What follows belongs to an exercise in optimizing a design on an open flow for small area; a production flow would make more cautious choices.
In this exercise RTL edits were held to simulation tests only and were not proved equivalent to the original.
Power figures rest on the tool's default switching activity, not on a simulated workload.

==> design/flow/design.v <==
`timescale 1ns/1ns
package pi_pkg;
  localparam int adc_wid = 18;                        
  localparam int err_wid = adc_wid + 1;               
  localparam int consts_wid  = 48;
  localparam int consts_frac = 33;
  localparam int mul_wid     = consts_wid + err_wid;  
  localparam int sum_wid     = mul_wid + 1;           
  localparam int dac_data_wid  = 20;
  localparam int dac_frame_wid = 24;
  localparam logic [3:0] dac_code = 4'b0010;          
  localparam int keep_frac = dac_data_wid - adc_wid;  
  localparam int delay_wid = 16;                      
  typedef enum logic [2:0] {
    idle,    
    delay,   
    adc,     
    mul,     
    dac      
  } loop_state_t;
  typedef struct packed {
    logic signed [adc_wid-1:0]    setpt;   
    logic signed [consts_wid-1:0] alpha;   
    logic signed [consts_wid-1:0] p;
    logic [delay_wid-1:0]         delay;
  } loop_cfg_t;
  typedef struct packed {
    logic signed [err_wid-1:0] err_cur;
    logic signed [sum_wid-1:0] adj;    
  } loop_status_t;
endpackage
`timescale 1ns/1ns
module pi_loop_top (
  input  logic                 clk,
  input  logic                 rst_n,
  input  logic                 arm,
  input  logic signed [17:0]   cfg_setpt,    
  input  logic signed [47:0]   cfg_alpha,    
  input  logic signed [47:0]   cfg_p,        
  input  logic [15:0]          cfg_delay,    
  output logic                 adc_sck,
  output logic                 adc_conv,
  input  logic                 adc_in,
  output logic                 dac_sck,
  output logic                 dac_ss,
  output logic                 dac_out,
  output logic signed [18:0]   status_err_cur,
  output logic signed [67:0]   status_adj
);
  localparam logic [1:0] s_idle = 2'd0, s_dly = 2'd1, s_run = 2'd2, s_dac = 2'd3;
  logic [1:0]  st;
  logic        cap, clr;           
  logic [15:0] n;                  
  wire idle = (st == s_idle);
  wire dly  = (st == s_dly);
  wire run  = (st == s_run);       
  wire dacp = (st == s_dac);       
  wire [6:0] n7 = n[6:0];
  wire [7:0] n8 = n[7:0];
  wire tdone   = dly && !cap && (&n[15:1]);  
  wire run_end = run && (n7 == 7'd96);
  wire dac_end = dacp && (n8 == 8'd192);
  always_ff @(posedge clk) begin
    if (!rst_n) begin
      st  <= s_idle;
      cap <= 1'b0;
      clr <= 1'b0;
    end else begin
      cap <= idle && arm;
      clr <= idle && !arm;
      case (st)
        s_idle:  if (arm) st <= s_dly;
        s_dly:   if (tdone) st <= s_run;
        s_run:   if (run_end) st <= s_dac;
        default: if (dac_end) st <= s_idle;
      endcase
    end
  end
  always_ff @(posedge clk) begin
    if (cap) n <= ~{cfg_delay[15:1], cfg_delay[0] | ~|cfg_delay};  
    else if (run_end) n <= '0;
    else n <= n + 1'b1;
  end
  logic signed [47:0] alpha_q, p_q;
  logic [18:0]        ws;          
  logic               tbit;        
  logic signed [18:0] err_q;
  logic signed [67:0] adj_q;
  logic               epz;         
  always_ff @(posedge clk) begin
    if (cap) begin
      alpha_q <= cfg_alpha;
      p_q     <= cfg_p;
    end
  end
  wire       samp  = run && (n7[1:0] == 2'd3) && (n7 <= 7'd71);
  wire [4:0] kb    = n7[6:2];      
  wire       t_new = ws[18];
  wire       nz    = adc_in ^ t_new;
  wire       dneg  = nz && ((kb == 5'd0) ? adc_in : t_new);
  logic [18:0] ws_next;
  always_comb begin
    logic bw;
    bw = dneg;
    ws_next[0] = nz;
    for (int b = 0; b < 18; b++) begin
      ws_next[b+1] = ws[b] ^ bw;
      bw = bw && !ws[b];
    end
  end
  always_ff @(posedge clk) begin
    if (cap) ws <= {cfg_setpt, 1'b1};
    else if (samp) ws <= ws_next;
    if (samp) tbit <= t_new;
  end
  always_ff @(posedge clk) begin
    if (run && n7 == 7'd75) err_q <= {~ws[18], ws[17:0]};
  end
  assign adc_conv = run && (n7 <= 7'd1);
  assign adc_sck  = run && !n7[1] && (n7 >= 7'd4) && (n7 <= 7'd73);
  logic [67:0] qr;                 
  logic        msb, c1, c2;        
  wire       act   = run && (n7 <= 7'd75);
  wire [1:0] j     = n7[1:0];
  wire [4:0] i     = n7[6:2];      
  wire       first = (i == 5'd0);
  logic ep_b, a_b;
  always_comb begin
    ep_b = 1'b0; a_b = 1'b0;
    for (int k = 0; k <= 18; k++) begin
      if (i == k[4:0]) begin
        if (k >= 1) a_b = adj_q[18-k];
        ep_b = err_q[18-k];
      end
    end
  end
  wire aen  = !first && ws[0];      
  wire aneg = tbit ^ (i == 5'd1);
  wire pen  = ep_b && !epz;
  wire pneg = !first;
  wire [67:0] alpha_x = {{20{alpha_q[47]}}, alpha_q};
  wire [67:0] p_x     = {{20{p_q[47]}}, p_q};
  wire [67:0] ash_x   = {18'd0, adj_q[67:18]};
  logic [16:0] ach, pch, shch;
  always_comb begin
    case (j)
      2'd0: begin ach = alpha_x[16:0];  pch = p_x[16:0];  shch = ash_x[16:0];  end
      2'd1: begin ach = alpha_x[33:17]; pch = p_x[33:17]; shch = ash_x[33:17]; end
      2'd2: begin ach = alpha_x[50:34]; pch = p_x[50:34]; shch = ash_x[50:34]; end
      default: begin ach = alpha_x[67:51]; pch = p_x[67:51]; shch = ash_x[67:51]; end
    endcase
  end
  wire [16:0] u = first ? shch : {qr[15:0], (j == 2'd0) ? a_b : msb};
  wire [16:0] v = aen ? (ach ^ {17{aneg}}) : 17'd0;
  wire [16:0] w = pen ? (pch ^ {17{pneg}}) : 17'd0;
  wire [16:0] cs = u ^ v ^ w;
  wire [16:0] cc = (u & v) | (u & w) | (v & w);
  wire        k1 = (j == 2'd0) ? (aen & aneg) : c1;
  wire        k2 = (j == 2'd0) ? (pen & pneg) : c2;
  wire [17:0] r  = {1'b0, cs} + {1'b0, cc[15:0], k1} + {17'd0, k2};
  always_ff @(posedge clk) begin
    msb <= qr[16];
    c1  <= cc[16];
    c2  <= r[17];
    qr  <= {act ? r[16:0] : qr[16:0], qr[67:17]};
  end
  always_ff @(posedge clk) begin
    if (!rst_n || clr) begin
      adj_q <= '0;
      epz   <= 1'b1;
    end else if (run && n7 == 7'd95) begin
      adj_q <= {qr[16:0], qr[67:51], qr[50:34], qr[33:17]};
      epz   <= 1'b0;
    end
  end
  wire [36:0] rt   = adj_q[67:31];
  wire        fits = (&rt[36:19]) || !(|rt[36:19]);
  wire [19:0] dac_val = fits ? rt[19:0] : (rt[36] ? 20'h80000 : 20'h7ffff);
  wire [23:0] frame = {4'b0010, dac_val};
  logic [31:0] frame_msb;          
  always_comb begin
    frame_msb = '0;
    for (int k = 0; k < 24; k++) frame_msb[k] = frame[23-k];
  end
  assign dac_out = frame_msb[n8[7:3]];
  assign dac_ss  = !(dacp && (n8 < 8'd192));
  assign dac_sck = dacp && (n8 < 8'd192) && n8[2];
  assign status_err_cur = err_q;
  assign status_adj     = adj_q;
endmodule
==> design/flow/flow/run.sh <==
#!/bin/bash
# Standard ORFS layout (the standard.sh, standard synthesis), with two changes:
# the port buffers use the smallest buffer cell, and clock tree synthesis inserts no
# dummy loads. Each make run writes its full output to a log file here.
set -euo pipefail
export BUFFER_PORTS_ARGS="-buffer_cell sky130_fd_sc_hd__buf_1"
export CTS_ARGS="-sink_clustering_enable -repair_clock_nets -dont_use_dummy_load -buf_list sky130_fd_sc_hd__clkbuf_8 -sink_clustering_size 16 -sink_clustering_max_diameter 60"
bash standard.sh > flow_standard.log 2>&1
==> design/flow/standard.sh <==
#!/bin/bash
# synth_recipe.tcl (not shown) runs the flow's synth.tcl, then flattens the netlist and writes it again
# the make line also repeats each setting of config.mk as NAME=value (left out here)
make -C /OpenROAD-flow-scripts/flow DESIGN_CONFIG=/design/flow/config.mk WORK_HOME=/design/flow/orfs CLKGATE_MAP_FILE= SYNTH_SCRIPT=/design/flow/synth_recipe.tcl "${@:-finish}"
==> design/flow/config.mk <==
export PLATFORM = sky130hd
export DESIGN_NAME = pi_loop_top
export DESIGN_NICKNAME = pi_loop_top
export VERILOG_FILES = /design/flow/design.v
export SDC_FILE = /design/flow/constraint.sdc
export NUM_CORES = 4
export LEC_CHECK = 0
export CAP_MARGIN = 20
export CORE_MARGIN = 2
export CORE_UTILIZATION = 55
export SLEW_MARGIN = 20
==> design/flow/constraint.sdc <==
create_clock -name core_clock -period 7.0 [get_ports {clk}]
set_input_delay 1.4000 -clock core_clock [delete_from_list [all_inputs] [get_ports {clk}]]
set_output_delay 1.4000 -clock core_clock [all_outputs]
set_load 0.01 [all_outputs]
==> results.yml, run 1 <==
route:
  drc: 0
  num_vias: 10200
  wl_per_cell_um: 19.3
  initialDrtViolationCount: 911
  ant_nets: 0
  wl_um: 34200
  via_per_inst: 5.72
  drtPass1Iterations: 7
clocking:
  clockRootBuffer: "clkbuf_8"
  clock_sinks: 295
  cts_made_buffers: 26
  insertion_delay_ps: 580
  cts_resized: 0
  ctsHoldBuffers: 0
  cts_tree: "done"
  post_cts_buffers: 0
  clk_pin_slew_worst_paths_ps: 100
  cts.htree.levels: 1
  clock_tree.buffer_depth: 3
synth:
  synth_edf_count: 134
  synth_cell_types: 57
  ys_warn_count: 1
  synth_area_um2: 13100
  postSynthCellCount: 1272
  async_flop_share_pct: 0
  syn_area_per_cell_um2: 10.3
  mappedNetlistNets: 1466
  synthFlopType: "dfxtp_1"
  ys_seq_area_share_pct: 55.2
  ys_ff_latch: 295
timing:
  rsz0062_at_grt: "no"
  fin_hold_ws_ps: 315
  post-route-period-util_pct: 81.8
  fin_setup_tns_ps: 0
  clock.fmax_mhz: 175
  slew_headroom_pct: 25.6
  finalCriticalPeriod_ps: 5730
  finalHoldViolations: 0
  setup_viol: 0
  skew_ps: 50.3
  drv_slew: 0
  tightest_slew_ps: 1110
floorplanning:
  die_height_um: 158
  core_um2: 23500
  start_util_pct: 55.9
  pin_count: 226
  num_rows: 56
  die_area_um2: 25100
  die_w_um: 158
global_route:
  grt_pass1_wl_um: 52200
  met1_usage_pct: 41.3
  busiest_layer: "met1"
  grt_max_degree: 74
  grt_pass1_vias: 9395
  use_met3_pct: 3.24
  use_met2_pct: 40.8
  antenna_found_initial: 0
  grt-ovfl-total: 0
  grt_usage_pct: 27.0
power:
  power.leakage_nw: 5.05
  combPwrFrac_pct: 46.6
  internal_power_mw: 3.54
  clkPwrFrac_pct: 14.1
  switching_share_pct: 41.5
  peakVddDrop_mv: 0.219
  power.switching_mw: 2.52
  power_density_nw_per_um2: 416
  seqPwrFrac_pct: 39.3
setup_path:
  crit_type: "flop to flop"
  start_kind: "flop"
  endpoint_kind: "flop"
  worstPathRequired_ps: 7390
  crit_arrival_ps: 6120
  path_max_fanout: 16
cells_and_area:
  seqCellArea_um2: 7250
  final_common_cell: "buf_1"
  nNetsFinal: 1654
  fin_cells: 1777
  layout-drive-gt1-share_pct: 4.12
  areaGrowthSynthToFinish_pct: 10.9
  insertedDiodeCount: 0
  fin_util_pct: 62.0
  design_area_um2: 14600
  final_cell_mix: "225 x buf_1, 218 x nand2_1, 160 x dfxtp_1"
  nFillCells: 2028
  multiInputGateArea_um2: 5410
place:
  gp_congestion: 0.887
  placedInstanceArea_um2: 14200
  numPortBuffers: 225
  place_inst: 1751
  dpl.hpwl_um: 24700
run:
  cap_violations: 0
run_status:
  status: "timing/DRC/antenna clean"
hold_path:
  hold_path_class: "flop to flop"
==> power groups by stage <==
stage / clock network, mW / registers (mW) / logic, mW
3_5_place_dp: 0 / 2.41 / 2.81
6_report: 0.852 / 2.38 / 2.82
5_1_grt: 0.930 / 2.41 / 3.17
2_1_floorplan: 0 / 2.31 / 2.14
3_3_place_gp: 0 / 2.40 / 2.77
4_1_cts: 0.868 / 2.37 / 2.82
==> logic make-up (layout without fill, tap and decap cells) <==
| group | Yosys count | after routing | share of synthesized area [%] |
|---|---|---|---|
| compound gates | 344 | 344 | 16.3 |
| xor+xnor | 61 | 61 | 4.13 |
| fa+ha+maj | 60 | 60 | 6.81 |
| buf+inv | 126 | 312 | 3.74 |
| flops | 295 | 295 | 55.2 |
| mux | 21 | 21 | 1.81 |
| simple gates | 365 | 365 | 12.0 |
==> area by class of cell <==
cell class	count	share of cell area, %
repair buffers	243	6.73
multi-input cells	851	37.2
well taps	319	2.74
clock buffers	26	2.46
flip-flops and latches	295	49.8
inverters	43	1.11
==> registers in the layout, summed over array words and instances, names as in the netlist <==
name     cells
adj_q       68
qr          68
alpha_q     48
p_q         48
err_q       19
ws          19
n           16
st           2
c1           1
c2           1
cap          1
clr          1
epz          1
msb          1
tbit         1
==> worst max-delay path: stages (launching register included) <==
cell and delay (ps):
dfxtp_1 700, inv_1 280, a32oi_1 270, o22ai_1 100, a221o_1 330, a22oi_1 170, nor3_1 70, o32a_1 390
a21o_1 210, fa_1 510, fa_1 490, fa_1 440, a211oi_1 290, o21ai_0 190, a21bo_2 240, o31ai_1 330
nand2b_1 100, a21oi_1 190, xor2_1 150, o21ai_0 70
==> final timing paths <==
kind                            slack [ps]  cells after the start           start              to
worst min-delay path                   320                      0  qr[65]$_DFF_P_  qr[48]$_DFF_P_
worst max-delay path                  1270                     19    n[4]$_DFF_P_  qr[65]$_DFF_P_
worst min register to register         320                      0  qr[65]$_DFF_P_  qr[48]$_DFF_P_
worst max register to register        1270                     19    n[4]$_DFF_P_  qr[65]$_DFF_P_
==> stage by stage <==
step                setup WS, ps  power, mW
floorplan                   1960       4.45
global placement            1380       5.17
detailed placement          1340       5.22
CTS                         1270       6.07
global route                 833       6.51
finish                      1270       6.06
==> layer usage <==
layer | vias up | share of wire [%]
li1 | 4919 | -
met1 | 4808 | 47
met2 | 380 | 44
met3 | 54 | 6.8
met4 | 0 | 2.5
met5 | - | 0
==> cells in the mapped netlist (4+ instances only) <==
cell type / n / area, um^2
nor3_1: 12 / 60.1
o22ai_1: 20 / 125
buf_2: 14 / 70.1
mux2i_1: 17 / 170
a222oi_1: 16 / 160
clkbuf_1: 68 / 255
o21ai_0: 43 / 215
a21o_1: 6 / 45.0
nor4_1: 13 / 81.3
nor2_1: 61 / 229
edfxtp_1: 134 / 4020
a21oi_1: 145 / 726
xor2_1: 32 / 280
inv_1: 43 / 161
a211oi_1: 7 / 52.6
nand3_1: 14 / 70.1
o31ai_1: 37 / 278
xnor2_1: 28 / 245
fa_1: 19 / 380
or3_1: 4 / 25.0
nand2_1: 218 / 818
ha_1: 41 / 513
nand2b_1: 9 / 56.3
dfxtp_1: 161 / 3220
a22oi_1: 38 / 285
nand4_1: 8 / 50.1
nor2b_1: 8 / 50.1
==> run 2, diff against run 1 <==
--- a/design/flow/config.mk
+++ b/design/flow/config.mk
@@ -7,5 +7,5 @@
 export LEC_CHECK = 0
 export CAP_MARGIN = 20
 export CORE_MARGIN = 2
-export CORE_UTILIZATION = 55
+export CORE_UTILIZATION = 70
 export SLEW_MARGIN = 20
==> results.yml, run 2 <==
run_status:
  status: "timing/DRC/antenna clean"
synth:
  synth_cell_types: 57
  ys_seq_area_share_pct: 55.2
  mappedNetlistNets: 1466
  synthFlopType: "dfxtp_1"
  synth_area_um2: 13100
  yosysMostFrequentCell: "nand2_1"
  ys_ff_latch: 295
  yosys-top-cells-area: "edfxtp_1 31%, dfxtp_1 25%, nand2_1 6.2%"
  postSynthCellCount: 1272
  synth_top_area_cell: "edfxtp_1"
  syn_area_per_cell_um2: 10.3
  synth_edf_count: 134
  ys_warn_count: 1
  yosysTopAreaCellShare_pct: 30.7
  yosys-top-cells-count: "218 x nand2_1, 161 x dfxtp_1, 145 x a21oi_1"
  async_flop_share_pct: 0
timing:
  drv_slew: 0
  finalCriticalPeriod_ps: 6010
  skew_ps: 79.0
  fin_setup_tns_ps: 0
  setup_viol: 0
  finalHoldViolations: 0
  slew_headroom_pct: 32.5
  rsz0062_at_grt: "no"
  tightest_slew_ps: 1010
  post-route-period-util_pct: 85.8
  clock.fmax_mhz: 167
global_route:
  grt_max_degree: 99
  antenna_found_initial: 0
  grt_pass1_wl_um: 50600
  grt-ovfl-total: 0
  grt_pass1_vias: 9434
  grt_usage_pct: 32.4
route:
  wl_um: 32700
  via_per_inst: 6.12
  wl_per_cell_um: 19.4
  initialDrtViolationCount: 1010
  drtPass1Iterations: 8
  ant_nets: 0
  drc: 0
  num_vias: 10300
clocking:
  insertion_delay_ps: 580
  clk_pin_slew_worst_paths_ps: 100
  clock_sinks: 295
  clock_tree.buffer_depth: 3
  post_cts_buffers: 0
  cts_resized: 0
  cts_tree: "done"
  clockRootBuffer: "clkbuf_8"
  ctsHoldBuffers: 0
  cts_made_buffers: 23
  cts.htree.levels: 1
floorplanning:
  pin_count: 226
  num_rows: 50
  die_area_um2: 19900
  die_w_um: 141
  start_util_pct: 70.7
  core_um2: 18600
  die_height_um: 141
setup_path:
  worstPathRequired_ps: 7450
  path_max_fanout: 26
  start_kind: "flop"
  crit_arrival_ps: 6450
  endpoint_kind: "flop"
  crit_type: "flop to flop"
cells_and_area:
  layout-drive-gt1-share_pct: 3.85
  final_common_cell: "buf_1"
  nNetsFinal: 1650
  multiInputGateArea_um2: 5410
  fin_util_pct: 77.5
  top_regs: "adj_q x68, qr x68"
  nFillCells: 1311
  design_area_um2: 14400
  fin_cells: 1688
  final_cell_mix: "225 x buf_1, 218 x nand2_1, 160 x dfxtp_1"
  seqCellArea_um2: 7250
  areaGrowthSynthToFinish_pct: 9.75
  insertedDiodeCount: 0
power:
  power.leakage_nw: 5.03
  power.total_mw: 5.97
  peakVddDrop_mv: 0.249
  power_density_nw_per_um2: 414
place:
  numPortBuffers: 225
  placedInstanceArea_um2: 14100
  place_inst: 1665
  dpl.hpwl_um: 23600
  gp_congestion: 0.906
run:
  cap_violations: 0
hold_path:
  hold_path_class: "flop to flop"
[run 2: cell types whose count changed in the layout (fill, tap and decap cells not counted)]
cell      before  now
ha_1          37   38
clkbuf_8      26   23
o21ai_2        0    1
o21ai_1        2    1
ha_2           4    3
buf_4         18   16
buf_6          0    1
[run 2: metal layers]
metal	part of all wire (%)	track usage [%]	up-vias
met2	44	48.6	531
met5	0	0	-
li1	-	-	4908
met3	9.5	5.33	75
met4	3.5	11.0	0
met1	43	48.7	4816
[run 2: stage by stage]
stage               setup WS (ps)  hold slack [ps]
floorplan                    1960              331
global placement             1140              334
detailed placement           1050              336
CTS                           962              318
global route                  429              339
finish                        995              313
[run 2: critical path, stage by stage, from the launching register on]
cell,delay (ps)
dfxtp_1,1000
nor2b_1,270
a32oi_1,270
o22ai_1,90
a221o_1,320
a22oi_1,180
nor3_1,80
o32a_1,400
a21o_1,200
fa_1,510
fa_1,480
fa_1,430
a211oi_1,340
o21ai_0,190
a21bo_2,240
o31ai_1,360
nand2b_1,90
a21oi_1,180
xor2_1,140
o21ai_0,70
[run 2: path summary, 6_finish.rpt]
kind / slack, ps / endpoint / startpoint / cells past startpoint
worst min-delay path: 310 / qr[39]$_DFF_P_ / qr[56]$_DFF_P_ / 0
worst max-delay path: 990 / qr[65]$_DFF_P_ / n[2]$_DFF_P_ / 19
worst min register to register: 310 / qr[39]$_DFF_P_ / qr[56]$_DFF_P_ / 0
worst max register to register: 990 / qr[65]$_DFF_P_ / n[2]$_DFF_P_ / 19
[run 2: report_power, final]
group | switching [mW] | internal (mW) | total (mW)
logic | 1.70 | 1.08 | 2.78
registers | 0.267 | 2.13 | 2.39
clock network | 0.506 | 0.295 | 0.801
[run 2: kinds of logic after synthesis]
kind of cell	Yosys count	share of synthesized area, %
simple gates	365	12.0
compound gates	344	16.3
flops	295	55.2
buf+inv	126	3.74
xor+xnor	61	4.13
fa+ha+maj	60	6.81
mux	21	1.81
[run 2: cell type report]
cell class                 count  share of cell area [%]
clock buffer                  23                    2.20
inverter                      43                    1.12
sequential                   295                    50.3
multi-input combinational    851                    37.6
timing repair buffer         242                    6.77
tap                          234                    2.03
==> run 3, diff against run 2 <==
--- a/design/flow/config.mk
+++ b/design/flow/config.mk
@@ -7,5 +7,5 @@
 export LEC_CHECK = 0
 export CAP_MARGIN = 20
 export CORE_MARGIN = 2
-export CORE_UTILIZATION = 70
+export CORE_UTILIZATION = 30
 export SLEW_MARGIN = 20
==> results.yml, run 3 <==
run_status:
  status: "timing/DRC/antenna clean"
route:
  wl_um: 39000
  ant_nets: 0
  drc: 0
  via_per_inst: 5.06
  drtPass1Iterations: 7
  num_vias: 10300
  initialDrtViolationCount: 898
  wl_per_cell_um: 19.1
synth:
  synth_area_um2: 13100
  postSynthCellCount: 1272
  synth_edf_count: 134
  syn_area_per_cell_um2: 10.3
  ys_seq_area_share_pct: 55.2
  yosysTopAreaCellShare_pct: 30.7
  synth_top_area_cell: "edfxtp_1"
  ys_ff_latch: 295
  synth_cell_types: 57
  synthFlopType: "dfxtp_1"
  yosysMostFrequentCell: "nand2_1"
  yosys-top-cells-area: "edfxtp_1 31%, dfxtp_1 25%, nand2_1 6.2%"
  mappedNetlistNets: 1466
  async_flop_share_pct: 0
  yosys-top-cells-count: "218 x nand2_1, 161 x dfxtp_1, 145 x a21oi_1"
  ys_warn_count: 1
floorplanning:
  die_area_um2: 45400
  core_um2: 43200
  die_w_um: 213
  num_rows: 76
  start_util_pct: 30.4
  pin_count: 226
  die_height_um: 213
power:
  power.leakage_nw: 5.07
  power_density_nw_per_um2: 413
  peakVddDrop_mv: 0.188
  power.total_mw: 6.16
cells_and_area:
  layout-drive-gt1-share_pct: 4.18
  areaGrowthSynthToFinish_pct: 13.6
  final_cell_mix: "225 x buf_1, 218 x nand2_1, 160 x dfxtp_1"
  fin_util_pct: 34.5
  top_regs: "adj_q x68, qr x68"
  fin_cells: 2044
  final_common_cell: "buf_1"
  nFillCells: 4462
  insertedDiodeCount: 0
  nNetsFinal: 1655
clocking:
  insertion_delay_ps: 650
  cts.htree.levels: 1
  clock_sinks: 295
  cts_tree: "done"
  cts_made_buffers: 28
  ctsHoldBuffers: 0
  clk_pin_slew_worst_paths_ps: 90
  clock_tree.buffer_depth: 3
  post_cts_buffers: 0
  clockRootBuffer: "clkbuf_8"
  cts_resized: 0
timing:
  layout_setup_ws_ps: 1230
  tightest_slew_ps: 1050
  rsz0062_at_grt: "no"
  slew_headroom_pct: 29.4
  drv_slew: 0
  finalHoldViolations: 0
  skew_ps: 119
  setup_viol: 0
  fin_setup_tns_ps: 0
  post-route-period-util_pct: 82.5
  finalCriticalPeriod_ps: 5770
  clock.fmax_mhz: 173
place:
  place_inst: 2016
  gp_congestion: 0.902
  dpl.hpwl_um: 29000
  numPortBuffers: 225
  post-place-ws_ps: 1280
setup_path:
  endpoint_kind: "flop"
  worstPathRequired_ps: 7510
  path_max_fanout: 23
  crit_arrival_ps: 6280
  crit_type: "flop to flop"
  start_kind: "flop"
  rrSetupSlack_ps: 1230
global_route:
  antenna_found_initial: 0
  grt_pass1_vias: 9614
  grt_pass1_wl_um: 57700
  grt_max_degree: 97
  grt_usage_pct: 16.7
  grt-ovfl-total: 0
hold_path:
  hold_path_class: "flop to flop"
run:
  cap_violations: 0
## run 3: stage by stage
stage / hold slack, ps / cell area (um^2)
after floorplan: 331 / 13100
after global placement: 334 / 14500
after detailed placement: 334 / 14500
after CTS: 305 / 14900
after global routing: 304 / 14900
final: 300 / 14900
## run 3: cell families (layout without fill, tap and decap cells)
family                   after synthesis  after routing  share of synthesized area [%]
AND/OR/NAND/NOR                      365            365                           12.0
AO/OA/AOI/OAI                        344            344                           16.3
flip-flops                           295            295                           55.2
buffers and inverters                126            313                           3.74
XOR/XNOR                              61             61                           4.13
adder cells (fa/ha/maj)               60             60                           6.81
multiplexers                          21             21                           1.81
## run 3: worst max-delay path, cell delays in order (launching register included)
cell and delay [ps]:
dfxtp_1 850, nor2_1 280, nand2_1 150, o22ai_1 80, a221o_1 350, a22oi_1 200
nor3_1 70, o32a_1 380, a21o_1 210, fa_1 510, fa_1 490, fa_1 450
a211oi_1 350, o21ai_0 190, a21bo_2 240, o31ai_1 340, nand2b_1 100, a21oi_1 180
xor2_1 150, o21ai_0 80
## run 3: where the power goes
group | internal, mW | switching (mW) | leakage [nW]
sequential | 2.13 | 0.273 | 2.56
combinational | 1.08 | 1.77 | 2.30
clock | 0.354 | 0.554 | 0.201
## run 3: cell type report
| cell class | instances | area [um^2] | area share, % |
|---|---|---|---|
| repair buffers | 242 | 976 | 6.54 |
| well taps | 585 | 732 | 4.91 |
| multi-input cells | 851 | 5410 | 36.3 |
| flip-flops and latches | 295 | 7250 | 48.6 |
| clock buffers | 28 | 385 | 2.58 |
| inverters | 43 | 161 | 1.08 |
## run 3: layer usage
| layer | GRT usage, % | routed length (um) | vias up |
|---|---|---|---|
| met1 | 24.4 | 18200 | 4951 |
| met5 | 0 | 0 | - |
| li1 | - | - | 4909 |
| met2 | 25.5 | 17100 | 416 |
| met4 | 4.24 | 998 | 0 |
| met3 | 2.81 | 2780 | 60 |
## run 3: worst paths after layout
path | cells past startpoint | start | to
worst min register to register | 0 | qr[39]$_DFF_P_ | qr[22]$_DFF_P_
worst max-delay path | 19 | n[5]$_DFF_P_ | qr[65]$_DFF_P_
worst min-delay path | 0 | qr[39]$_DFF_P_ | qr[22]$_DFF_P_
worst max register to register | 19 | n[5]$_DFF_P_ | qr[65]$_DFF_P_
==> run 4, diff against run 3 <==
--- a/design/flow/design.v
+++ b/design/flow/design.v
@@ -164,14 +164,13 @@
     c2  <= r[17];
     qr  <= {act ? r[16:0] : qr[16:0], qr[67:17]};
   end
+  wire a_ld   = rst_n && run && (n7 == 7'd95);
+  wire a_hold = rst_n && !clr && !(run && (n7 == 7'd95));
+  wire [67:0] qperm = {qr[16:0], qr[67:51], qr[50:34], qr[33:17]};
   always_ff @(posedge clk) begin
-    if (!rst_n || clr) begin
-      adj_q <= '0;
-      epz   <= 1'b1;
-    end else if (run && n7 == 7'd95) begin
-      adj_q <= {qr[16:0], qr[67:51], qr[50:34], qr[33:17]};
-      epz   <= 1'b0;
-    end
+    adj_q <= (qperm & {68{a_ld}}) | (adj_q & {68{a_hold}});
+    if (!rst_n || clr) epz <= 1'b1;
+    else if (a_ld) epz <= 1'b0;
   end
   wire [36:0] rt   = adj_q[67:31];
   wire        fits = (&rt[36:19]) || !(|rt[36:19]);
--- a/design/flow/flow/run.sh
+++ b/design/flow/flow/run.sh
@@ -5,4 +5,5 @@
 set -euo pipefail
 export BUFFER_PORTS_ARGS="-buffer_cell sky130_fd_sc_hd__buf_1"
 export CTS_ARGS="-sink_clustering_enable -repair_clock_nets -dont_use_dummy_load -buf_list sky130_fd_sc_hd__clkbuf_8 -sink_clustering_size 16 -sink_clustering_max_diameter 60"
+export RECOVER_POWER=100
 bash standard.sh > flow_standard.log 2>&1
--- a/design/flow/config.mk
+++ b/design/flow/config.mk
@@ -7,5 +7,5 @@
 export LEC_CHECK = 0
 export CAP_MARGIN = 20
 export CORE_MARGIN = 2
-export CORE_UTILIZATION = 30
+export CORE_UTILIZATION = 55
 export SLEW_MARGIN = 20
==> results.yml, run 4 <==
timing:
  finalCriticalPeriod_ps: 5960
  post-route-period-util_pct: 85.2
  fin_hold_ws_ps: 316
  drv_slew: 221
  slew_headroom_pct: -116
  tightest_slew_ps: 3230
  fin_setup_tns_ps: 0
  clock.fmax_mhz: 168
  setup_viol: 0
  skew_ps: 60.4
  finalHoldViolations: 0
  rsz0062_at_grt: "no"
run:
  cap_violations: 4
cells_and_area:
  layout-drive-gt1-share_pct: 4.37
  design_area_um2: 14400
  top_regs: "adj_q x68, qr x68"
  final_cell_mix: "224 x buf_1, 161 x dfxtp_1, 134 x edfxtp_1"
  nNetsFinal: 1523
  final_common_cell: "buf_1"
  areaGrowthSynthToFinish_pct: 10.1
  fin_util_pct: 61.6
  insertedDiodeCount: 0
synth:
  syn_area_per_cell_um2: 11.5
  yosys-top-cells-count: "161 x dfxtp_1, 134 x edfxtp_1, 84 x nand2_1"
  synth_edf_count: 134
  ys_warn_count: 1
  synthFlopType: "dfxtp_1"
  postSynthCellCount: 1140
  synth_area_um2: 13100
  mappedNetlistNets: 1334
  synth_top_area_cell: "edfxtp_1"
  yosysTopAreaCellShare_pct: 30.7
  synth_cell_types: 74
  yosysMostFrequentCell: "dfxtp_1"
  ys_seq_area_share_pct: 55.4
  async_flop_share_pct: 0
  yosys-top-cells-area: "edfxtp_1 31%, dfxtp_1 25%, a22o_1 4.7%"
  ys_ff_latch: 295
floorplanning:
  die_height_um: 158
  pin_count: 226
  die_w_um: 158
  core_um2: 23400
  start_util_pct: 55.9
  die_area_um2: 25000
  num_rows: 56
route:
  num_vias: 9578
  drc: 0
  wl_um: 32900
  ant_nets: 0
  wl_per_cell_um: 20.0
  drtPass1Iterations: 8
  via_per_inst: 5.82
  initialDrtViolationCount: 747
hold_path:
  min_to: "qr[19]$_DFF_P_"
  min_from: "qr[36]$_DFF_P_"
  hold_path_class: "flop to flop"
  hold_depth: 0
setup_path:
  crit_type: "flop to flop"
  r2r_start: "n[4]$_DFF_P_"
  crit_arrival_ps: 6180
  start_kind: "flop"
  endpoint_kind: "flop"
  path_max_fanout: 25
  worstPathRequired_ps: 7220
  r2r-end: "ws[18]$_DFFE_PP_"
  rrSetupSlack_ps: 1040
  ff2ff_path_depth: 22
clocking:
  clockRootBuffer: "clkbuf_8"
  ctsHoldBuffers: 0
  cts_made_buffers: 25
  cts.htree.levels: 1
  cts_resized: 0
  post_cts_buffers: 0
  clock_tree.buffer_depth: 3
  clk_pin_slew_worst_paths_ps: 100
  clock_sinks: 295
  insertion_delay_ps: 570
  cts_tree: "done"
global_route:
  antenna_found_initial: 0
  grt_max_degree: 72
  grt_pass1_vias: 8850
  grt-ovfl-total: 0
  grt_usage_pct: 25.7
  grt_pass1_wl_um: 49300
run_status:
  so_faults: "max-capacitance violations, max-slew violations"
  status: "finished with violations"
place:
  placedInstanceArea_um2: 14100
  numPortBuffers: 225
  gp_congestion: 0.856
  dpl.hpwl_um: 24000
power:
  power.total_mw: 5.99
  power_density_nw_per_um2: 416
  peakVddDrop_mv: 0.220
  power.leakage_nw: 5.18
[run 4: cell types whose count changed in the layout (fill, tap and decap cells not counted), sizes merged, moves of 4 or more]
cell / delta
a22o: +68
nor2: -10
nand4: +4
buf: -6
nand2: -134
a21oi: -75
mux2i: -8
nand2b: +7
xnor2: -4
and3: +5
[run 4: stage by stage]
stage | setup WS (ps) | cells
floorplan | 2030 | 1140
global placement | 1580 | 1621
detailed placement | 1500 | 1621
CTS | 1490 | 1646
global route | 555 | 1646
finish | 1040 | 1646
[run 4: area by class of cell]
class	instances	area, um^2
Clock buffer	25	344
Fill cell	2064	9000
Inverter	40	150
Multi-Input combinational cell	726	5320
Sequential cell	295	7250
Tap cell	319	399
Timing Repair Buffer	241	950
[run 4: per-layer routing]
metal	up-vias	GRT usage, %	wire [um]
met5	-	0	0
met4	0	7.34	760
met3	44	4.25	2280
met2	370	38.6	14400
met1	4533	38.5	15400
li1	4631	-	-
[run 4: logic make-up after synthesis]
family                   synth area share, %
AO/OA/AOI/OAI                           18.6
XOR/XNOR                                3.94
adder cells (fa/ha/maj)                 6.83
buffers and inverters                   4.06
flip-flops                              55.4
multiplexers                            1.72
AND/OR/NAND/NOR                         9.50
[run 4: where the power goes]
group	switching [mW]	leakage [nW]	internal (mW)
clock	0.512	0.180	0.319
combinational	1.70	2.44	1.05
sequential	0.289	2.56	2.13
total	2.50	5.18	3.49
[run 4: worst max-delay path by stage]
stage | slack, ps | startpoint | endpoint | cells past startpoint
2_1_floorplan | 2030 | adc_in | ws[18]$_DFFE_PP_ | 21
3_3_place_gp | 1580 | n[4]$_DFF_P_ | ws[18]$_DFFE_PP_ | 22
3_5_place_dp | 1500 | n[4]$_DFF_P_ | ws[18]$_DFFE_PP_ | 22
4_1_cts | 1490 | n[2]$_DFF_P_ | ws[18]$_DFFE_PP_ | 23
5_1_grt | 550 | n[4]$_DFF_P_ | ws[17]$_DFFE_PP_ | 21
6_report | 1040 | n[4]$_DFF_P_ | ws[18]$_DFFE_PP_ | 22
[run 4: worst max-delay path, cell delays in order, from the launching register on]
cell	delay (ps)
dfxtp_1	920
nor3_1	220
nand2_1	990
mux2i_1	200
ha_1	240
ha_1	180
ha_1	180
ha_1	180
ha_1	180
ha_1	180
ha_1	180
ha_1	180
ha_1	180
ha_1	180
ha_1	180
ha_1	180
ha_1	180
ha_1	180
ha_1	170
ha_1	180
ha_1	180
xnor2_1	150
o31ai_1	70
==> run 5, diff against run 4 <==
--- a/design/flow/flow/run.sh
+++ b/design/flow/flow/run.sh
@@ -5,5 +5,4 @@
 set -euo pipefail
 export BUFFER_PORTS_ARGS="-buffer_cell sky130_fd_sc_hd__buf_1"
 export CTS_ARGS="-sink_clustering_enable -repair_clock_nets -dont_use_dummy_load -buf_list sky130_fd_sc_hd__clkbuf_8 -sink_clustering_size 16 -sink_clustering_max_diameter 60"
-export RECOVER_POWER=100
 bash standard.sh > flow_standard.log 2>&1
--- a/design/flow/config.mk
+++ b/design/flow/config.mk
@@ -5,7 +5,7 @@
 export SDC_FILE = /design/flow/constraint.sdc
 export NUM_CORES = 4
 export LEC_CHECK = 0
-export CAP_MARGIN = 20
+export CAP_MARGIN = 0
 export CORE_MARGIN = 2
 export CORE_UTILIZATION = 55
-export SLEW_MARGIN = 20
+export SLEW_MARGIN = 0
==> results.yml, run 5 <==
clocking:
  clock_sinks: 295
  clk_pin_slew_worst_paths_ps: 100
  clockRootBuffer: "clkbuf_8"
  cts_made_buffers: 25
  ctsHoldBuffers: 0
  cts.htree.levels: 1
  post_cts_buffers: 0
  insertion_delay_ps: 570
  cts_tree: "done"
  cts_resized: 0
  clock_tree.buffer_depth: 3
run:
  cap_violations: 0
route:
  drtPass1Iterations: 8
  wl_per_cell_um: 20.0
  drc: 0
  initialDrtViolationCount: 807
  num_vias: 9557
  ant_nets: 0
  wl_um: 32900
  via_per_inst: 5.81
synth:
  yosysMostFrequentCell: "dfxtp_1"
  syn_area_per_cell_um2: 11.5
  synthFlopType: "dfxtp_1"
  postSynthCellCount: 1140
  mappedNetlistNets: 1334
  yosys-top-cells-area: "edfxtp_1 31%, dfxtp_1 25%, a22o_1 4.7%"
  yosysTopAreaCellShare_pct: 30.7
  synth_area_um2: 13100
  ys_seq_area_share_pct: 55.4
  synth_edf_count: 134
  synth_cell_types: 74
  yosys-top-cells-count: "161 x dfxtp_1, 134 x edfxtp_1, 84 x nand2_1"
  ys_warn_count: 1
  async_flop_share_pct: 0
  ys_ff_latch: 295
  synth_top_area_cell: "edfxtp_1"
timing:
  drv_slew: 0
  skew_ps: 64.3
  fin_setup_tns_ps: 0
  finalHoldViolations: 0
  post-route-period-util_pct: 78.3
  clock.fmax_mhz: 182
  rsz0062_at_grt: "no"
  slew_headroom_pct: 28.2
  setup_viol: 0
  fin_hold_ws_ps: 316
  layout_setup_ws_ps: 1520
  finalCriticalPeriod_ps: 5480
  tightest_slew_ps: 1070
setup_path:
  worstPathBufferInverterCount: 1
  endpoint_kind: "flop"
  crit_chain: "buf_4 > nor2_1 > nand2_2 > mux2i_1 > ha_1 > ha_1 > ha_1 > ha_1 > ha_1 > ha_1 > ha_1 > ha_1 > ha_1 > ha_1 > ha_1 > ha_1 > ha_1 > ha_1 > ha_1 > ha_1 > ha_1 > xnor2_1 > o31ai_1"
  worstPathRequired_ps: 7280
  start_kind: "flop"
  cp_slowest_cell: "dfxtp_1"
  crit_arrival_ps: 5760
  path_delay_family: "adder cells"
  cpPeakStageDelay_ps: 740
  crit_type: "flop to flop"
  path_max_fanout: 25
  crit_top_cell: "ha_1"
place:
  dpl.hpwl_um: 24000
  gp_congestion: 0.856
  post-place-ws_ps: 1500
  numPortBuffers: 225
hold_path:
  hold_path_class: "flop to flop"
global_route:
  grt_pass1_wl_um: 49300
  grt-ovfl-total: 0
  grt_pass1_vias: 8850
  antenna_found_initial: 0
  grt_max_degree: 72
  grt_usage_pct: 25.7
cells_and_area:
  layout-drive-gt1-share_pct: 5.05
  nFillCells: 2057
  nNetsFinal: 1523
  fin_util_pct: 61.7
  final_cell_mix: "225 x buf_1, 160 x dfxtp_1, 134 x edfxtp_1"
  top_regs: "adj_q x68, qr x68"
  areaGrowthSynthToFinish_pct: 10.3
  seqCellArea_um2: 7250
  final_common_cell: "buf_1"
  insertedDiodeCount: 0
  multiInputGateArea_um2: 5330
floorplanning:
  start_util_pct: 55.9
  die_area_um2: 25000
  die_height_um: 158
  num_rows: 56
  pin_count: 226
  core_um2: 23400
  die_w_um: 158
power:
  peakVddDrop_mv: 0.220
  power.total_mw: 5.99
  power.leakage_nw: 5.20
  power_density_nw_per_um2: 415
run_status:
  status: "timing/DRC/antenna clean"
[run 5: cell counts after synthesis]
Identical to the previous run, type by type.
[run 5: cell type report]
class,count,share of cell area (%)
clock buffers,25,2.38
inverters,40,1.04
multi-input cells,726,36.9
flip-flops and latches,295,50.2
well taps,319,2.76
repair buffers,241,6.68
[run 5: where the power goes]
part	total, mW	leakage (nW)	switching, mW	internal [mW]
sequential	2.41	2.56	0.289	2.12
clock	0.830	0.180	0.512	0.319
combinational	2.75	2.46	1.70	1.05
total	5.99	5.20	2.50	3.49
[run 5: cell families after synthesis]
group	Yosys count	share of synthesized area, %
AO/OA/AOI/OAI	342	18.6
XOR/XNOR	58	3.94
adder cells (fa/ha/maj)	60	6.83
buffers and inverters	119	4.06
flip-flops	295	55.4
multiplexers	16	1.72
AND/OR/NAND/NOR	250	9.50
[run 5: per-layer routing]
layer / global-route usage, % / wire length, um / vias to the layer above
li1: - / - / 4631
met1: 38.5 / 15200 / 4496
met2: 38.6 / 14400 / 383
met3: 4.25 / 2400 / 47
met4: 7.34 / 772 / 0
met5: 0 / 0 / -
[run 5: final timing paths]
kind,startpoint,to,slack [ps],depth (start not counted)
setup / recovery,n[2]$_DFF_P_,ws[18]$_DFFE_PP_,1520,23
hold / removal,qr[36]$_DFF_P_,qr[19]$_DFF_P_,320,0
setup reg to reg,n[2]$_DFF_P_,ws[18]$_DFFE_PP_,1520,23
hold reg to reg,qr[36]$_DFF_P_,qr[19]$_DFF_P_,320,0
[run 5: through the flow]
step	instance area (um^2)	cells
2_1_floorplan	13100	1140
3_3_place_gp	14100	1621
3_5_place_dp	14100	1621
4_1_cts	14400	1646
5_1_grt	14400	1646
6_report	14400	1646
==> run 6, diff against run 5 <==
--- a/design/flow/config.mk
+++ b/design/flow/config.mk
@@ -7,5 +7,5 @@
 export LEC_CHECK = 0
 export CAP_MARGIN = 0
 export CORE_MARGIN = 2
-export CORE_UTILIZATION = 55
+export CORE_UTILIZATION = 65
 export SLEW_MARGIN = 0
==> results.yml, run 6 <==
run_status:
  status: "timing/DRC/antenna clean"
synth:
  async_flop_share_pct: 0
  ys_seq_area_share_pct: 55.4
  yosys-top-cells-area: "edfxtp_1 31%, dfxtp_1 25%, a22o_1 4.7%"
  postSynthCellCount: 1140
  synth_top_area_cell: "edfxtp_1"
  synthFlopType: "dfxtp_1"
  synth_edf_count: 134
  synth_cell_types: 74
  ys_ff_latch: 295
  yosysTopAreaCellShare_pct: 30.7
  yosysMostFrequentCell: "dfxtp_1"
  syn_area_per_cell_um2: 11.5
  synth_area_um2: 13100
  yosys-top-cells-count: "161 x dfxtp_1, 134 x edfxtp_1, 84 x nand2_1"
  mappedNetlistNets: 1334
  ys_warn_count: 1
timing:
  clock.fmax_mhz: 186
  rsz0062_at_grt: "no"
  layout_setup_ws_ps: 1620
  finalHoldViolations: 0
  skew_ps: 58.4
  slew_headroom_pct: 26.7
  fin_setup_tns_ps: 0
  tightest_slew_ps: 1090
  drv_slew: 0
  finalCriticalPeriod_ps: 5380
  fin_hold_ws_ps: 297
  post-route-period-util_pct: 76.8
  setup_viol: 0
setup_path:
  crit_chain: "nor3_1 > nand2_2 > mux2i_1 > ha_1 > ha_1 > ha_1 > ha_1 > ha_1 > ha_1 > ha_1 > ha_1 > ha_1 > ha_1 > ha_1 > ha_1 > ha_1 > ha_1 > ha_1 > ha_1 > ha_1 > xnor2_1 > o31ai_1"
  cp_slowest_cell: "nand2_2"
  crit_type: "flop to flop"
  cpPeakStageDelay_ps: 540
  crit_arrival_ps: 5650
  path_max_fanout: 36
  path_delay_family: "adder cells"
  crit_top_cell: "ha_1"
  worstPathRequired_ps: 7270
  start_kind: "flop"
  worstPathBufferInverterCount: 0
  rrSetupSlack_ps: 1620
  endpoint_kind: "flop"
cells_and_area:
  insertedDiodeCount: 0
  fin_util_pct: 73.3
  multiInputGateArea_um2: 5330
  final_common_cell: "buf_1"
  design_area_um2: 14400
  seqCellArea_um2: 7250
  top_regs: "adj_q x68, qr x68"
  final_cell_mix: "225 x buf_1, 160 x dfxtp_1, 134 x edfxtp_1"
  fin_cells: 1591
  areaGrowthSynthToFinish_pct: 9.77
  layout-drive-gt1-share_pct: 4.98
  nFillCells: 1440
  nNetsFinal: 1522
global_route:
  grt_max_degree: 71
  grt_pass1_vias: 9111
  grt-ovfl-total: 0
  antenna_found_initial: 0
  grt_pass1_wl_um: 49600
  grt_usage_pct: 29.4
route:
  initialDrtViolationCount: 812
  drc: 0
  num_vias: 9820
  wl_um: 32100
  ant_nets: 0
  drtPass1Iterations: 5
  via_per_inst: 6.17
  wl_per_cell_um: 20.2
floorplanning:
  start_util_pct: 66.8
  num_rows: 51
  die_w_um: 146
  pin_count: 226
  die_height_um: 146
  die_area_um2: 21300
  core_um2: 19600
power:
  power.leakage_nw: 5.20
  peakVddDrop_mv: 0.213
  power.total_mw: 6.00
  power_density_nw_per_um2: 417
clocking:
  cts_resized: 0
  insertion_delay_ps: 580
  post_cts_buffers: 0
  clk_pin_slew_worst_paths_ps: 100
  clock_tree.buffer_depth: 3
  cts_tree: "done"
  ctsHoldBuffers: 0
  clock_sinks: 295
  cts.htree.levels: 1
  cts_made_buffers: 25
  clockRootBuffer: "clkbuf_8"
place:
  post-place-ws_ps: 1640
  dpl.hpwl_um: 23600
  numPortBuffers: 225
  gp_congestion: 0.948
  placedInstanceArea_um2: 14000
  place_inst: 1566
run:
  cap_violations: 0
hold_path:
  hold_path_class: "flop to flop"
==> run 6: cell counts after synthesis <==
Identical to the previous run, type by type.
==> run 6: layout make-up <==
class | instances | share of cell area, %
Timing Repair Buffer | 240 | 6.66
Multi-Input combinational cell | 726 | 37.1
Inverter | 40 | 1.05
Clock buffer | 25 | 2.40
Sequential cell | 295 | 50.5
Tap cell | 265 | 2.31
==> run 6: routing by layer <==
layer  share of wire, %  wire length, um  track usage, %  vias up
met2                 44            14200            44.8      458
met4                4.5             1450            12.1        0
met3                8.2             2620            4.11       69
met5                  0                0               0        -
li1                   -                -               -     4619
met1                 43            13800            42.7     4674
==> run 6: report_power, final <==
group	total [mW]	internal (mW)	switching [mW]	leakage (nW)
logic	2.80	1.05	1.74	2.46
registers	2.37	2.12	0.254	2.56
clock network	0.827	0.318	0.509	0.180
==> run 6: kinds of logic after synthesis <==
group           after synthesis  share of synthesized area [%]
simple gates                250                           9.50
compound gates              342                           18.6
flops                       295                           55.4
fa+ha+maj                    60                           6.83
xor+xnor                     58                           3.94
buf+inv                     119                           4.06
mux                          16                           1.72
==> run 6: path summary, 6_finish.rpt <==
| path | start | end | cells after the start |
|---|---|---|---|
| setup / recovery | n[5]$_DFF_P_ | ws[18]$_DFFE_PP_ | 22 |
| hold / removal | qr[39]$_DFF_P_ | qr[22]$_DFF_P_ | 0 |
| setup reg to reg | n[5]$_DFF_P_ | ws[18]$_DFFE_PP_ | 22 |
| hold reg to reg | qr[39]$_DFF_P_ | qr[22]$_DFF_P_ | 0 |
==> run 7, diff against run 6 <==
==> design/flow/flow/run.sh (replaced) <==
#!/bin/bash
# Standard ORFS layout (the standard.sh, standard synthesis), with two changes:
# the port buffers use the smallest buffer cell, and clock tree synthesis inserts no
# dummy loads. Each make run writes its full output to a log file here.
set -euo pipefail
export BUFFER_PORTS_ARGS="-buffer_cell sky130_fd_sc_hd__buf_1"
export CTS_ARGS="-sink_clustering_enable -repair_clock_nets -dont_use_dummy_load -buf_list sky130_fd_sc_hd__clkbuf_8 -sink_clustering_size 20 -sink_clustering_max_diameter 55"
bash standard.sh > flow_standard.log 2>&1
--- a/design/flow/config.mk
+++ b/design/flow/config.mk
@@ -7,5 +7,5 @@
 export LEC_CHECK = 0
 export CAP_MARGIN = 0
 export CORE_MARGIN = 2
-export CORE_UTILIZATION = 65
+export CORE_UTILIZATION = 55
 export SLEW_MARGIN = 0
==> results.yml, run 7 <==
clocking:
  insertion_delay_ps: 570
  clock_tree.buffer_depth: 3
  cts_resized: 0
  clk_pin_slew_worst_paths_ps: 80
  cts_tree: "done"
  clockRootBuffer: "clkbuf_8"
  post_cts_buffers: 0
  clock_sinks: 295
  cts_made_buffers: 26
  ctsHoldBuffers: 0
  cts.htree.levels: 1
setup_path:
  rrSetupSlack_ps: 1480
  crit_top_cell: "ha_1"
  cpPeakStageDelay_ps: 920
  endpoint_kind: "flop"
  ff2ff_path_depth: 22
  crit_type: "flop to flop"
  worst-path-stages: 22
  path_delay_family: "adder cells"
  start_kind: "flop"
  worstPathRequired_ps: 7260
  cp-startpoint: "n[4]$_DFF_P_"
  crit_arrival_ps: 5780
  r2r-end: "ws[18]$_DFFE_PP_"
  r2r_start: "n[4]$_DFF_P_"
  crit_chain: "nor3_1 > nand2_2 > mux2i_1 > ha_1 > ha_1 > ha_1 > ha_1 > ha_1 > ha_1 > ha_1 > ha_1 > ha_1 > ha_1 > ha_1 > ha_1 > ha_1 > ha_1 > ha_1 > ha_1 > ha_1 > xnor2_1 > o31ai_1"
  path_max_fanout: 25
  worstPathBufferInverterCount: 0
  cp-endpoint: "ws[18]$_DFFE_PP_"
  cp_slowest_cell: "dfxtp_1"
cells_and_area:
  layout-drive-gt1-share_pct: 5.12
  nFillCells: 2048
  multiInputGateArea_um2: 5330
  final_common_cell: "buf_1"
  areaGrowthSynthToFinish_pct: 10.5
  final_cell_mix: "225 x buf_1, 160 x dfxtp_1, 134 x edfxtp_1"
  insertedDiodeCount: 0
  seqCellArea_um2: 7250
  top_regs: "adj_q x68, qr x68"
  nNetsFinal: 1524
synth:
  ys_seq_area_share_pct: 55.4
  yosys-top-cells-count: "161 x dfxtp_1, 134 x edfxtp_1, 84 x nand2_1"
  synth_cell_types: 74
  yosys-top-cells-area: "edfxtp_1 31%, dfxtp_1 25%, a22o_1 4.7%"
  synth_top_area_cell: "edfxtp_1"
  synth-xor-area-share_pct: 3.94
  synthAdderAreaFrac_pct: 6.83
  synth_edf_count: 134
  yosysTopAreaCellShare_pct: 30.7
  postSynthCellCount: 1140
  mappedNetlistNets: 1334
  ys_ff_latch: 295
  synthFlopType: "dfxtp_1"
  syn_area_per_cell_um2: 11.5
  ys_warn_count: 1
  synth_area_um2: 13100
  synth_compound_area_share_pct: 18.6
  yosysMostFrequentCell: "dfxtp_1"
  synth_top_family_by_area: "compound AO/OA/AOI/OAI gates"
  synth_mux_area_share_pct: 1.72
  async_flop_share_pct: 0
  synth_simple_gate_area_share_pct: 9.50
global_route:
  grt_pass1_vias: 8878
  grt-ovfl-total: 0
  grt_pass1_wl_um: 49500
  antenna_found_initial: 0
  grt_max_degree: 72
  grt_usage_pct: 25.7
run_status:
  status: "timing/DRC/antenna clean"
run:
  cap_violations: 0
floorplanning:
  start_util_pct: 55.9
  die_w_um: 158
  pin_count: 226
  core_um2: 23400
  num_rows: 56
  die_height_um: 158
  die_area_um2: 25000
timing:
  post-route-period-util_pct: 78.8
  slew_headroom_pct: 25.9
  finalHoldViolations: 0
  fin_setup_tns_ps: 0
  rsz0062_at_grt: "no"
  drv_slew: 0
  tightest_slew_ps: 1100
  finalCriticalPeriod_ps: 5520
  skew_ps: 54.9
  setup_viol: 0
  clock.fmax_mhz: 181
place:
  gp_congestion: 0.856
  dpl.hpwl_um: 24000
  numPortBuffers: 225
hold_path:
  hold_depth: 0
  hold_path_class: "flop to flop"
  min_from: "qr[55]$_DFF_P_"
route:
  drtPass1Iterations: 8
  wl_um: 32800
  ant_nets: 0
  num_vias: 9578
  wl_per_cell_um: 19.9
  initialDrtViolationCount: 760
  via_per_inst: 5.82
  drc: 0
power:
  peakVddDrop_mv: 0.245
  power.total_mw: 6.01
  power.leakage_nw: 5.21
  power_density_nw_per_um2: 416
## run 7: metrics by stage
| step | hold WS (ps) | instances | utilization [%] | cell area (um^2) | worst slack, ps |
|---|---|---|---|---|---|
| 2_1_floorplan | 332 | 1140 | - | 13100 | 2030 |
| 3_3_place_gp | 333 | 1621 | 60.2 | 14100 | 1580 |
| 3_5_place_dp | 338 | 1621 | 60.2 | 14100 | 1500 |
| 4_1_cts | 331 | 1647 | 61.8 | 14500 | 1470 |
| 5_1_grt | 344 | 1647 | 61.8 | 14500 | 1040 |
| 6_report | 330 | 1647 | 61.8 | 14500 | 1480 |
## run 7: worst min path at each step
stage | endpoint | slack, ps
after floorplan | qr[0]$_DFF_P_ | 330
after global placement | qr[10]$_DFF_P_ | 330
after detailed placement | qr[38]$_DFF_P_ | 340
after CTS | qr[38]$_DFF_P_ | 330
after global routing | qr[38]$_DFF_P_ | 340
final | qr[38]$_DFF_P_ | 330
## run 7: final cells by class
class	count	area share, %
clock buffers	26	2.48
inverters	40	1.04
multi-input cells	726	36.9
flip-flops and latches	295	50.2
well taps	319	2.76
repair buffers	241	6.67
## run 7: per-layer routing
layer	vias up	part of all wire (%)	track usage [%]
met3	53	7.1	4.25
met4	0	2.4	7.29
met2	368	44	38.7
met5	-	0	0
met1	4524	47	38.7
li1	4633	-	-
## run 7: report_power, final
part	leakage (nW)	switching, mW	internal [mW]
logic	2.46	1.70	1.05
registers	2.56	0.291	2.12
clock network	0.187	0.518	0.331
## run 7: kinds of logic after synthesis
| group | count (synthesis) |
|---|---|
| adder cells (fa/ha/maj) | 60 |
| XOR/XNOR | 58 |
| flip-flops | 295 |
| AO/OA/AOI/OAI | 342 |
| buffers and inverters | 119 |
| multiplexers | 16 |
| AND/OR/NAND/NOR | 250 |
## run 7: worst reg2reg max path, cell delays in order, from the launching register on
cell and delay, ps:
dfxtp_1 920, nor3_1 240, nand2_2 610, mux2i_1 180, ha_1 210, ha_1 180, ha_1 180, ha_1 180
ha_1 180, ha_1 180, ha_1 180, ha_1 180, ha_1 180, ha_1 180, ha_1 180, ha_1 180
ha_1 180, ha_1 180, ha_1 170, ha_1 180, ha_1 180, xnor2_1 150, o31ai_1 70
==> run 8, diff against run 7 <==
==> design/flow/flow/run.sh (replaced) <==
#!/bin/bash
# Standard ORFS layout (the standard.sh, standard synthesis), with two changes:
# the port buffers use the smallest buffer cell, and clock tree synthesis inserts no
# dummy loads. Each make run writes its full output to a log file here.
set -euo pipefail
export BUFFER_PORTS_ARGS="-buffer_cell sky130_fd_sc_hd__buf_1"
export CTS_ARGS="-sink_clustering_enable -repair_clock_nets -dont_use_dummy_load -buf_list sky130_fd_sc_hd__clkbuf_8 -sink_clustering_size 24 -sink_clustering_max_diameter 50"
bash standard.sh > flow_standard.log 2>&1
--- a/design/flow/config.mk
+++ b/design/flow/config.mk
@@ -5,7 +5,7 @@
 export SDC_FILE = /design/flow/constraint.sdc
 export NUM_CORES = 4
 export LEC_CHECK = 0
-export CAP_MARGIN = 0
+export CAP_MARGIN = 20
 export CORE_MARGIN = 2
 export CORE_UTILIZATION = 55
-export SLEW_MARGIN = 0
+export SLEW_MARGIN = 20
==> results.yml, run 8 <==
route:
  via_per_inst: 5.82
  top_layer_used: "met4"
  drtPass1Iterations: 5
  drc: 0
  wl_um: 32900
  wl_per_cell_um: 19.9
  initialDrtViolationCount: 817
  num_vias: 9603
  ant_nets: 0
  wl_met2_um: 14400
  wl_met1_um: 15100
  wl_met3_um: 2590
setup_path:
  endpoint_kind: "flop"
  cpPeakStageDelay_ps: 750
  worstPathRequired_ps: 7360
  crit_chain: "buf_4 > nor2_1 > nand2_2 > mux2i_1 > ha_1 > ha_1 > ha_1 > ha_1 > ha_1 > ha_1 > ha_1 > ha_1 > ha_1 > ha_1 > ha_1 > ha_1 > ha_1 > ha_1 > ha_1 > ha_1 > ha_1 > o31ai_1"
  crit_arrival_ps: 5960
  crit_type: "flop to flop"
  path_max_fanout: 25
  crit_top_cell: "ha_1"
  cp_slowest_cell: "dfxtp_1"
  start_kind: "flop"
floorplanning:
  core_um2: 23400
  die_area_um2: 25000
  die_w_um: 158
  num_rows: 56
  pin_count: 226
  start_util_pct: 55.9
  die_height_um: 158
run_status:
  status: "timing/DRC/antenna clean"
hold_path:
  hold_path_class: "flop to flop"
power:
  clkPwrFrac_pct: 14.4
  internal_power_mw: 3.52
  power.switching_mw: 2.51
  combPwrFrac_pct: 45.6
  power.leakage_nw: 5.23
  switching_share_pct: 41.6
  peakVddDrop_mv: 0.238
  power_density_nw_per_um2: 417
  seqPwrFrac_pct: 39.9
clocking:
  cts_tree: "done"
  ctsHoldBuffers: 0
  cts_resized: 0
  post_cts_buffers: 0
  clock_sinks: 295
  clk_pin_slew_worst_paths_ps: 110
  insertion_delay_ps: 600
  cts_made_buffers: 28
  clockRootBuffer: "clkbuf_8"
  clock_tree.buffer_depth: 3
  cts.htree.levels: 1
timing:
  finalHoldViolations: 0
  tightest_slew_ps: 986
  rsz0062_at_grt: "no"
  setup_viol: 0
  clock.fmax_mhz: 178
  fin_setup_tns_ps: 0
  skew_ps: 72.7
  finalCriticalPeriod_ps: 5600
  slew_headroom_pct: 34.3
  drv_slew: 0
  post-route-period-util_pct: 80.0
place:
  place_inst: 1621
  placedInstanceArea_um2: 14100
  numPortBuffers: 225
  gp_congestion: 0.856
  dpl.hpwl_um: 24000
synth:
  ys_ff_latch: 295
  synth_edf_count: 134
  async_flop_share_pct: 0
  synth_area_um2: 13100
  mappedNetlistNets: 1334
  yosysMostFrequentCell: "dfxtp_1"
  ys_warn_count: 1
  syn_area_per_cell_um2: 11.5
  synthFlopType: "dfxtp_1"
  synth_cell_types: 74
  yosysTopAreaCellShare_pct: 30.7
  synth_top_area_cell: "edfxtp_1"
  yosys-top-cells-count: "161 x dfxtp_1, 134 x edfxtp_1, 84 x nand2_1"
  postSynthCellCount: 1140
  ys_seq_area_share_pct: 55.4
  yosys-top-cells-area: "edfxtp_1 31%, dfxtp_1 25%, a22o_1 4.7%"
cells_and_area:
  top_regs: "adj_q x68, qr x68"
  fin_util_pct: 61.9
  fin_cells: 1649
  insertedDiodeCount: 0
  nNetsFinal: 1526
  layout-drive-gt1-share_pct: 5.34
  areaGrowthSynthToFinish_pct: 10.7
  final_cell_mix: "225 x buf_1, 160 x dfxtp_1, 134 x edfxtp_1"
  design_area_um2: 14500
  final_common_cell: "buf_1"
global_route:
  grt_pass1_vias: 8922
  grt_usage_pct: 25.8
  antenna_found_initial: 0
  grt_max_degree: 72
  grt_pass1_wl_um: 49500
  grt-ovfl-total: 0
run:
  cap_violations: 0
-- run 8: cell counts after synthesis --
No cell type changed its count.
-- run 8: power groups by stage --
stage | Sequential, mW | Combinational, mW | Clock [mW]
floorplan | 2.30 | 2.17 | 0
global placement | 2.44 | 2.72 | 0
detailed placement | 2.44 | 2.74 | 0
CTS | 2.40 | 2.75 | 0.899
global route | 2.44 | 3.07 | 0.965
finish | 2.41 | 2.75 | 0.872
-- run 8: area by class of cell --
type / count / area (um^2)
Clock buffer: 28 / 385
Timing Repair Buffer: 241 / 965
Inverter: 40 / 150
Sequential cell: 295 / 7250
Tap cell: 319 / 399
Fill cell: 2052 / 8920
Multi-Input combinational cell: 726 / 5340
-- run 8: critical path: cells and delay by family, from the launching register on --
| family | cells | cell delay (ps) |
|---|---|---|
| adder cells (fa/ha/maj) | 17 | 3180 |
| flip-flops | 1 | 750 |
| AND/OR/NAND/NOR | 2 | 660 |
| buffers and inverters | 1 | 340 |
| AO/OA/AOI/OAI | 1 | 280 |
| multiplexers | 1 | 180 |
-- run 8: path summary, 6_finish.rpt --
path	to	cells past startpoint	start	slack, ps
setup reg to reg	ws[17]$_DFFE_PP_	22	n[2]$_DFF_P_	1400
setup / recovery	ws[17]$_DFFE_PP_	22	n[2]$_DFF_P_	1400
hold / removal	qr[11]$_DFF_P_	0	qr[28]$_DFF_P_	330
hold reg to reg	qr[11]$_DFF_P_	0	qr[28]$_DFF_P_	330
-- run 8: metrics by stage --
stage                     setup WS (ps)  hold WS, ps  power, mW
after floorplan                    2030          332       4.47
after CTS                          1370          317       6.06
after detailed placement           1500          338       5.18
final                              1400          330       6.03
after global placement             1580          333       5.15
after global routing                985          309       6.48
-- run 8: logic make-up (layout without fill, tap and decap cells) --
group / count (synthesis) / after routing / share of synthesized area (%)
AOI/OAI and AO/OA: 342 / 342 / 18.6
adders and majority gates: 60 / 60 / 6.83
buffers and inverters: 119 / 309 / 4.06
and+or+nand+nor: 250 / 250 / 9.50
xor gates and xnor gates: 58 / 58 / 3.94
DFF: 295 / 295 / 55.4
muxes: 16 / 16 / 1.72
-- run 8: per-layer routing --
layer,vias to the layer above,track usage (%)
met5,-,0
met4,0,7.51
met3,51,4.49
met2,406,38.7
met1,4512,38.5
li1,4634,-
==> run 9, diff against run 8 <==
==> design/flow/flow/run.sh (replaced) <==
#!/bin/bash
# Standard ORFS layout (the standard.sh, standard synthesis), with two changes:
# the port buffers use the smallest buffer cell, and clock tree synthesis inserts no
# dummy loads. Each make run writes its full output to a log file here.
set -euo pipefail
export BUFFER_PORTS_ARGS="-buffer_cell sky130_fd_sc_hd__buf_1"
export CTS_ARGS="-sink_clustering_enable -repair_clock_nets -dont_use_dummy_load -buf_list {sky130_fd_sc_hd__clkbuf_8 sky130_fd_sc_hd__clkbuf_16} -sink_clustering_size 30 -sink_clustering_max_diameter 60"
bash standard.sh > flow_standard.log 2>&1
--- a/design/flow/config.mk
+++ b/design/flow/config.mk
@@ -5,7 +5,7 @@
 export SDC_FILE = /design/flow/constraint.sdc
 export NUM_CORES = 4
 export LEC_CHECK = 0
-export CAP_MARGIN = 20
+export CAP_MARGIN = 0
 export CORE_MARGIN = 2
 export CORE_UTILIZATION = 55
-export SLEW_MARGIN = 20
+export SLEW_MARGIN = 0
==> results.yml, run 9 <==
clocking:
  clk_pin_slew_worst_paths_ps: 90
  insertion_delay_ps: 540
  clockRootBuffer: "clkbuf_16"
  cts_made_buffers: 21
  cts.htree.levels: 1
  post_cts_buffers: 0
  cts_tree: "done"
  ctsHoldBuffers: 0
  cts_resized: 0
  clock_sinks: 295
  clock_tree.buffer_depth: 3
synth:
  mappedNetlistNets: 1334
  yosysMostFrequentCell: "dfxtp_1"
  synth_cell_types: 74
  synth_area_um2: 13100
  ys_seq_area_share_pct: 55.4
  synthFlopType: "dfxtp_1"
  ys_ff_latch: 295
  async_flop_share_pct: 0
  yosys-top-cells-area: "edfxtp_1 31%, dfxtp_1 25%, a22o_1 4.7%"
  synth_top_area_cell: "edfxtp_1"
  yosysTopAreaCellShare_pct: 30.7
  synth_edf_count: 134
  yosys-top-cells-count: "161 x dfxtp_1, 134 x edfxtp_1, 84 x nand2_1"
  ys_warn_count: 1
  postSynthCellCount: 1140
  syn_area_per_cell_um2: 11.5
cells_and_area:
  seqCellArea_um2: 7250
  areaGrowthSynthToFinish_pct: 11.7
  final_cell_mix: "225 x buf_1, 160 x dfxtp_1, 134 x edfxtp_1"
  insertedDiodeCount: 0
  layout-drive-gt1-share_pct: 4.76
  multiInputGateArea_um2: 5330
  top_regs: "adj_q x68, qr x68"
  final_common_cell: "buf_1"
  nFillCells: 2042
  nNetsFinal: 1519
floorplanning:
  num_rows: 56
  die_area_um2: 25000
  die_w_um: 158
  start_util_pct: 55.9
  pin_count: 226
  core_um2: 23400
  die_height_um: 158
power:
  power.total_mw: 6.23
  power.leakage_nw: 5.28
  power_density_nw_per_um2: 426
  peakVddDrop_mv: 0.274
setup_path:
  crit_arrival_ps: 5720
  crit_top_cell: "ha_1"
  worstPathRequired_ps: 7250
  cp_slowest_cell: "dfxtp_1"
  start_kind: "flop"
  worstPathBufferInverterCount: 0
  crit_chain: "nor3_1 > nand2_2 > mux2i_1 > ha_1 > ha_1 > ha_1 > ha_1 > ha_1 > ha_1 > ha_1 > ha_1 > ha_1 > ha_1 > ha_1 > ha_1 > ha_1 > ha_1 > ha_1 > ha_1 > ha_1 > xnor2_1 > o31ai_1"
  path_delay_family: "adder cells"
  endpoint_kind: "flop"
  cpPeakStageDelay_ps: 900
  crit_type: "flop to flop"
  path_max_fanout: 25
global_route:
  antenna_found_initial: 0
  grt_pass1_vias: 8852
  grt_pass1_wl_um: 49400
  grt-ovfl-total: 0
  grt_usage_pct: 25.7
  grt_max_degree: 72
timing:
  tightest_slew_ps: 1070
  fin_setup_tns_ps: 0
  clock.fmax_mhz: 183
  slew_headroom_pct: 28.2
  post-route-period-util_pct: 78.2
  finalCriticalPeriod_ps: 5470
  skew_ps: 72.1
  setup_viol: 0
  layout_setup_ws_ps: 1530
  rsz0062_at_grt: "no"
  drv_slew: 0
  finalHoldViolations: 0
route:
  ant_nets: 0
  initialDrtViolationCount: 703
  wl_per_cell_um: 19.9
  via_per_inst: 5.82
  drtPass1Iterations: 6
  num_vias: 9553
  wl_um: 32700
  drc: 0
run_status:
  status: "timing/DRC/antenna clean"
hold_path:
  hold_path_class: "flop to flop"
run:
  cap_violations: 0
place:
  gp_congestion: 0.856
  post-place-ws_ps: 1500
  numPortBuffers: 225
  dpl.hpwl_um: 24000
[run 9: cell counts after synthesis]
No cell type changed its count.
[run 9: kinds of logic after synthesis]
group / after synthesis / share of synthesized area [%]
XOR/XNOR: 58 / 3.94
AO/OA/AOI/OAI: 342 / 18.6
buffers and inverters: 119 / 4.06
multiplexers: 16 / 1.72
adder cells (fa/ha/maj): 60 / 6.83
flip-flops: 295 / 55.4
AND/OR/NAND/NOR: 250 / 9.50
[run 9: worst paths after layout]
path | depth (start not counted) | endpoint | startpoint | slack [ps]
worst min-delay path | 0 | qr[42]$_DFF_P_ | qr[59]$_DFF_P_ | 290
worst max register to register | 22 | ws[18]$_DFFE_PP_ | n[4]$_DFF_P_ | 1530
worst max-delay path | 22 | ws[18]$_DFFE_PP_ | n[4]$_DFF_P_ | 1530
worst min register to register | 0 | qr[42]$_DFF_P_ | qr[59]$_DFF_P_ | 290
[run 9: power by group]
part,total [mW],switching [mW],internal [mW]
logic,2.75,1.70,1.05
registers,2.41,0.289,2.12
clock network,1.07,0.536,0.530
total,6.23,2.53,3.70
[run 9: stage by stage]
stage          cell area, um^2  hold slack (ps)  util [%]  std cells
6_report                 14600              295      62.5       1642
5_1_grt                  14600              313      62.5       1642
4_1_cts                  14600              299      62.5       1642
3_5_place_dp             14100              338      60.2       1621
3_3_place_gp             14100              333      60.2       1621
2_1_floorplan            13100              332         -       1140
[run 9: metal layers]
metal  vias up  share of wire [%]  global-route usage (%)
met4         0                2.5                    7.12
li1       4624                  -                       -
met5         -                  0                       0
met3        46                6.8                    3.59
met1      4499                 46                    38.6
met2       384                 45                    39.1
[run 9: layout make-up]
type	count	area share, %
flip-flops and latches	295	49.6
multi-input cells	726	36.5
repair buffers	241	6.60
clock buffers	21	3.59
well taps	319	2.73
inverters	40	1.03

Setup slack of run 9, layout unchanged: 1.529 ns with ideal ports, 1.529 ns with driving cells assumed (clock clkbuf_16, inputs buf_2), 1.529 ns with port delays also shifted by the 0.551 ns mid clock arrival.
